What follows belongs to an exercise in optimizing a design on an open flow for small area and a short achievable clock period; a production flow would make more cautious choices. The RTL was checked by simulation tests, not by an equivalence proof against the original design.

Setup of lane 4:
Design mac_learn_table_top, start of the top module:
module mac_learn_table_top (
    input  logic        clk,
    input  logic        rst,
    input  logic        lrn_valid,
    output logic        lrn_ready,
    input  logic [47:0] lrn_mac,
    input  logic [7:0]  lrn_port,
    input  logic        lkp_valid,
    input  logic [47:0] lkp_mac,
    input  logic [7:0]  lkp_src_port,
    output logic        res_valid,
    output logic        res_hit,
    output logic [7:0]  res_port_mask,
    output logic [5:0]  entry_count,
    output logic        table_full,
    output logic        lrn_drop
);
    mac_learn_table #(
        .PORT_NUMBER(8),
        .TABLE_DEPTH(32)
    ) u_tbl (
        .clk          (clk),
        .rst          (rst),
        .lrn_valid    (lrn_valid),
        .lrn_ready    (lrn_ready),
        .lrn_mac      (lrn_mac),
        .lrn_port     (lrn_port),
        .lkp_valid    (lkp_valid),
        .lkp_mac      (lkp_mac),
        .lkp_src_port (lkp_src_port),
        .res_valid    (res_valid),
        .res_hit      (res_hit),
        .res_port_mask(res_port_mask),
        .entry_count  (entry_count),
        .table_full   (table_full),
        .lrn_drop     (lrn_drop)
    );
endmodule
Size: roughly 6800 cells after synthesis, about 1900 flip-flops, roughly 140 I/O pins, ~95000 um^2 of cells after synthesis.
==> flow/config.mk <==
export PLATFORM = sky130hd
export DESIGN_NAME = mac_learn_table_top
export DESIGN_NICKNAME = mac_learn_table_top
export VERILOG_FILES = /design/flow/design.v
export SDC_FILE = /design/flow/constraint.sdc
export NUM_CORES = 4
export LEC_CHECK = 0
export CAP_MARGIN = 20
export CORE_MARGIN = 2
export CORE_UTILIZATION = 60
export CTS_CLUSTER_DIAMETER = 60
export CTS_CLUSTER_SIZE = 25
export SLEW_MARGIN = 20
==> flow/constraint.sdc <==
create_clock -name core_clock -period 10.0 [get_ports {clk}]
set_input_delay 2.0000 -clock core_clock [delete_from_list [all_inputs] [get_ports {clk}]]
set_output_delay 2.0000 -clock core_clock [all_outputs]
set_load 0.01 [all_outputs]
standard.sh (not shown) runs the stock make flow with config.mk's settings and CLKGATE_MAP_FILE= SYNTH_SCRIPT=/design/flow/synth_recipe.tcl, a recipe that flattens the netlist after the stock synthesis.
==> flow/flow/run.sh <==
#!/bin/bash
set -euo pipefail
bash standard.sh SETUP_SLACK_MARGIN=6.5 "BUFFER_PORTS_ARGS=-buffer_cell sky130_fd_sc_hd__buf_2" finish > standard_finish.log 2>&1
Ran to the end and failed final checks on antenna violations: lane 4.
Input-level comparison between lane 5 and lane 4:
Settings: CORE_UTILIZATION changed from 60 to 50.
Results
Lane 5: full flow OK, the timing, DRC and antenna checks passed
Comparing lane 4 and lane 5, final weighted congestion in routability-driven placement is higher on lane 5.
Reported for lane 4 and lane 5, synthesized cell count turned out identical to the last digit.
The core of lane 5 is less densely filled than that of lane 4.
Min hold-critical path depth across lane 4 and lane 5: lane 4
In lane 5 relative to lane 4, number of buffers inserted during clock tree synthesis had gone up by a little under 10%.
[lane 5] worst hold slack fell 0.013 ns relative to lane 4
Compared with lane 4, lane 5 shows number of clock buffer instances in the layout that has gone up by more than 10%.
Per the comparison of lane 5 with lane 4, wire length of the first global-routing pass increased 3.0%, final antenna-violating net count decreased 3.

== rev 12 ==
The RTL this note starts from:
==> flow/design.v <==
module mac_learn_table_top (
    input  logic        clk,
    input  logic        rst,
    input  logic        lrn_valid,
    output logic        lrn_ready,
    input  logic [47:0] lrn_mac,
    input  logic [7:0]  lrn_port,
    input  logic        lkp_valid,
    input  logic [47:0] lkp_mac,
    input  logic [7:0]  lkp_src_port,
    output logic        res_valid,
    output logic        res_hit,
    output logic [7:0]  res_port_mask,
    output logic [5:0]  entry_count,
    output logic        table_full,
    output logic        lrn_drop
);
    mac_learn_table #(
        .PORT_NUMBER(8),
        .TABLE_DEPTH(32)
    ) u_tbl (
        .clk          (clk),
        .rst          (rst),
        .lrn_valid    (lrn_valid),
        .lrn_ready    (lrn_ready),
        .lrn_mac      (lrn_mac),
        .lrn_port     (lrn_port),
        .lkp_valid    (lkp_valid),
        .lkp_mac      (lkp_mac),
        .lkp_src_port (lkp_src_port),
        .res_valid    (res_valid),
        .res_hit      (res_hit),
        .res_port_mask(res_port_mask),
        .entry_count  (entry_count),
        .table_full   (table_full),
        .lrn_drop     (lrn_drop)
    );
endmodule

module mac_learn_table #(
    parameter int PORT_NUMBER = 4,
    parameter int TABLE_DEPTH = 16,
    parameter int AGE_PERIOD  = 1000000,
    parameter int AGE_MAX     = 3
) (
    input  logic                           clk,
    input  logic                           rst,
    input  logic                           lrn_valid,
    output logic                           lrn_ready,
    input  logic [47:0]                    lrn_mac,
    input  logic [PORT_NUMBER-1:0]         lrn_port,
    input  logic                           lkp_valid,
    input  logic [47:0]                    lkp_mac,
    input  logic [PORT_NUMBER-1:0]         lkp_src_port,
    output logic                           res_valid,
    output logic                           res_hit,
    output logic [PORT_NUMBER-1:0]         res_port_mask,
    output logic [$clog2(TABLE_DEPTH+1)-1:0] entry_count,
    output logic                           table_full,
    output logic                           lrn_drop
);
    localparam int CNT_W = $clog2(TABLE_DEPTH + 1);
    localparam int LW    = 23;
    localparam int HW    = 24;
    wire [LW-1:0] lrn_l = lrn_mac[22:0];
    wire [HW-1:0] lrn_h = {lrn_mac[47:41], lrn_mac[39:23]};
    wire [LW-1:0] lkp_l = lkp_mac[22:0];
    wire [HW-1:0] lkp_h = {lkp_mac[47:41], lkp_mac[39:23]};
    logic rdy, s_cmp, s_wr, s_pw;
    logic drop_q, hit_q;
    logic [CNT_W-1:0] cnt, cnt_p;
    logic full;
    logic [LW-1:0]          lq_l;
    logic [HW-1:0]          lq_h;
    logic [PORT_NUMBER-1:0] lrn_port_q;
    logic [LW-1:0]          ent_l    [TABLE_DEPTH];
    logic [HW-1:0]          ent_h    [TABLE_DEPTH];
    logic [PORT_NUMBER-1:0] ent_port [TABLE_DEPTH];
    logic [TABLE_DEPTH-1:0] valid_p, alloc, lrn_pm, lrn_match, lrn_match_q, lk_pm, lk_match;
    logic                   lrn_hit;
    generate
        if ((1 << (CNT_W - 1)) == TABLE_DEPTH) begin : g_full_pow2
            assign full = cnt[CNT_W-1];
        end else begin : g_full_cmp
            assign full = (cnt == CNT_W'(TABLE_DEPTH));
        end
    endgenerate
    always_comb begin
        for (int i = 0; i < TABLE_DEPTH; i++) begin
            valid_p[i] = (cnt_p > CNT_W'(i));
            alloc[i]   = (cnt == CNT_W'(i));
        end
    end
    always_comb begin
        for (int i = 0; i < TABLE_DEPTH; i++) begin
            lrn_match[i] = valid_p[i] && lrn_pm[i] && (ent_h[i] == lq_h);
        end
    end
    assign lrn_hit = |lrn_match;
    wire accept_in = lrn_valid && !lrn_mac[40];
    always_ff @(posedge clk or posedge rst) begin
        if (rst) begin
            rdy    <= 1'b1;
            s_cmp  <= 1'b0;
            s_wr   <= 1'b0;
            s_pw   <= 1'b0;
            drop_q <= 1'b0;
            cnt    <= '0;
            cnt_p  <= '0;
        end else begin
            rdy    <= (rdy && !accept_in) || s_wr;
            s_cmp  <= rdy && accept_in;
            s_wr   <= s_cmp;
            s_pw   <= s_wr;
            drop_q <= s_cmp && !lrn_hit && full;
            if (s_wr && !hit_q && !full) cnt <= cnt + 1'b1;
            cnt_p  <= cnt;
        end
    end
    always_ff @(posedge clk) begin
        for (int i = 0; i < TABLE_DEPTH; i++) begin
            lrn_pm[i] <= (ent_l[i] == lrn_l);
        end
        if (s_cmp) begin
            hit_q       <= lrn_hit;
            lrn_match_q <= lrn_match;
        end
        if (rdy) begin
            lq_l       <= lrn_l;
            lq_h       <= lrn_h;
            lrn_port_q <= lrn_port;
        end
    end
    always_ff @(posedge clk) begin
        for (int i = 0; i < TABLE_DEPTH; i++) begin
            if (s_wr && !hit_q && alloc[i]) begin
                ent_l[i] <= lq_l;
                ent_h[i] <= lq_h;
            end
            if ((s_wr && !hit_q && alloc[i]) || (s_pw && lrn_match_q[i])) ent_port[i] <= lrn_port_q;
        end
    end
    assign lrn_ready   = rdy;
    assign lrn_drop    = drop_q;
    assign entry_count = cnt;
    assign table_full  = full;
    logic                   lk_v, lk_e;
    logic [HW-1:0]          lk_h;
    logic [PORT_NUMBER-1:0] lk_src;
    always_ff @(posedge clk or posedge rst) begin
        if (rst) lk_v <= 1'b0;
        else     lk_v <= lkp_valid;
    end
    always_ff @(posedge clk) begin
        lk_e   <= !lkp_mac[40];
        lk_h   <= lkp_h;
        lk_src <= lkp_src_port;
        for (int i = 0; i < TABLE_DEPTH; i++) begin
            lk_pm[i] <= (ent_l[i] == lkp_l);
        end
    end
    logic                   lk_hit;
    logic [PORT_NUMBER-1:0] lk_port;
    always_comb begin
        lk_port = '0;
        for (int i = 0; i < TABLE_DEPTH; i++) begin
            lk_match[i] = valid_p[i] && lk_pm[i] && (ent_h[i] == lk_h);
            lk_port     = lk_port | ({PORT_NUMBER{lk_match[i]}} & ent_port[i]);
        end
    end
    assign lk_hit = lk_e && (|lk_match);
    always_ff @(posedge clk or posedge rst) begin
        if (rst) begin
            res_valid     <= 1'b0;
            res_hit       <= 1'b0;
            res_port_mask <= '0;
        end else begin
            res_valid     <= lk_v;
            res_hit       <= lk_v && lk_hit;
            res_port_mask <= {PORT_NUMBER{lk_v}} & ~lk_src & (lk_port | {PORT_NUMBER{!lk_hit}});
        end
    end
endmodule
clock: 10.0 ns
lec_check: 0
cap_margin: 20
core_margin: 2
core_utilization: 50
cts_cluster_diameter: 60
cts_cluster_size: 25
slew_margin: 20
==> flow/flow/run.sh <==
#!/bin/bash
set -euo pipefail
bash standard.sh SETUP_SLACK_MARGIN=6.5 finish > standard_finish.log 2>&1
The flow did not stop early for rev 12: all stages ran, and the layout cleared the timing, DRC and antenna checks.
Relative to rev 12, the following input files were edited for rev 13:
-- flow/config.mk --
<<< rev 12, line 9
export CORE_MARGIN = 2
export CORE_UTILIZATION = 50
export CTS_CLUSTER_DIAMETER = 60
export CTS_CLUSTER_SIZE = 25
export SLEW_MARGIN = 20
>>> rev 13, line 9
export CORE_MARGIN = 2
export CORE_UTILIZATION = 50
export SLEW_MARGIN = 20
### Flow results
All of rev 13 and rev 12 finish clean.
The post-detailed-routing wire length number comes out lower for rev 12 vs rev 13.
flop to flop as the critical setup path kind was reported by rev 12, and input pin to flop by rev 13.
Between rev 13 and rev 12, the difference in maximum clock frequency is negligible.
Re total of endpoints with negative setup slack in the final report: no difference whatsoever between rev 13 and rev 12.
On final critical delay including setup and external delays: rev 13 sits above rev 12.

==> what the ideal ports hide <==
In the flow no input, the clock included, has a driving cell. The finished layouts below were timed again as built, in two steps.
Step 1 sets driving cells, clkbuf_16 on the clock port and buf_2 on the other inputs (assumed; they add their load-dependent delay and slew).
Step 2, shift: input delay + t, output delay - t, t = (earliest + latest rising clock arrival at the registers) / 2. This alone moves slack from input paths to output paths.
Three values: no drivers, after step 1, after step 2; two values: the first two.
run	t (ns)	setup slack, ns	worst setup path at the end	worst register clock-pin slew, ns
lane 4	0.914	6.170 / 6.170 / 6.170	register to register	0.10 / 0.10
lane 5	0.964	6.128 / 6.128 / 6.128	register to register	0.10 / 0.10
rev 12	0.936	6.368 / 6.360 / 5.552	input to register	0.09 / 0.09
rev 13	0.966	6.358 / 6.344 / 5.463	input to register	0.07 / 0.07
For rev 13, which loses most, drivers alone change the setup slack by -0.014 ns; drivers and shift together by -0.895 ns.
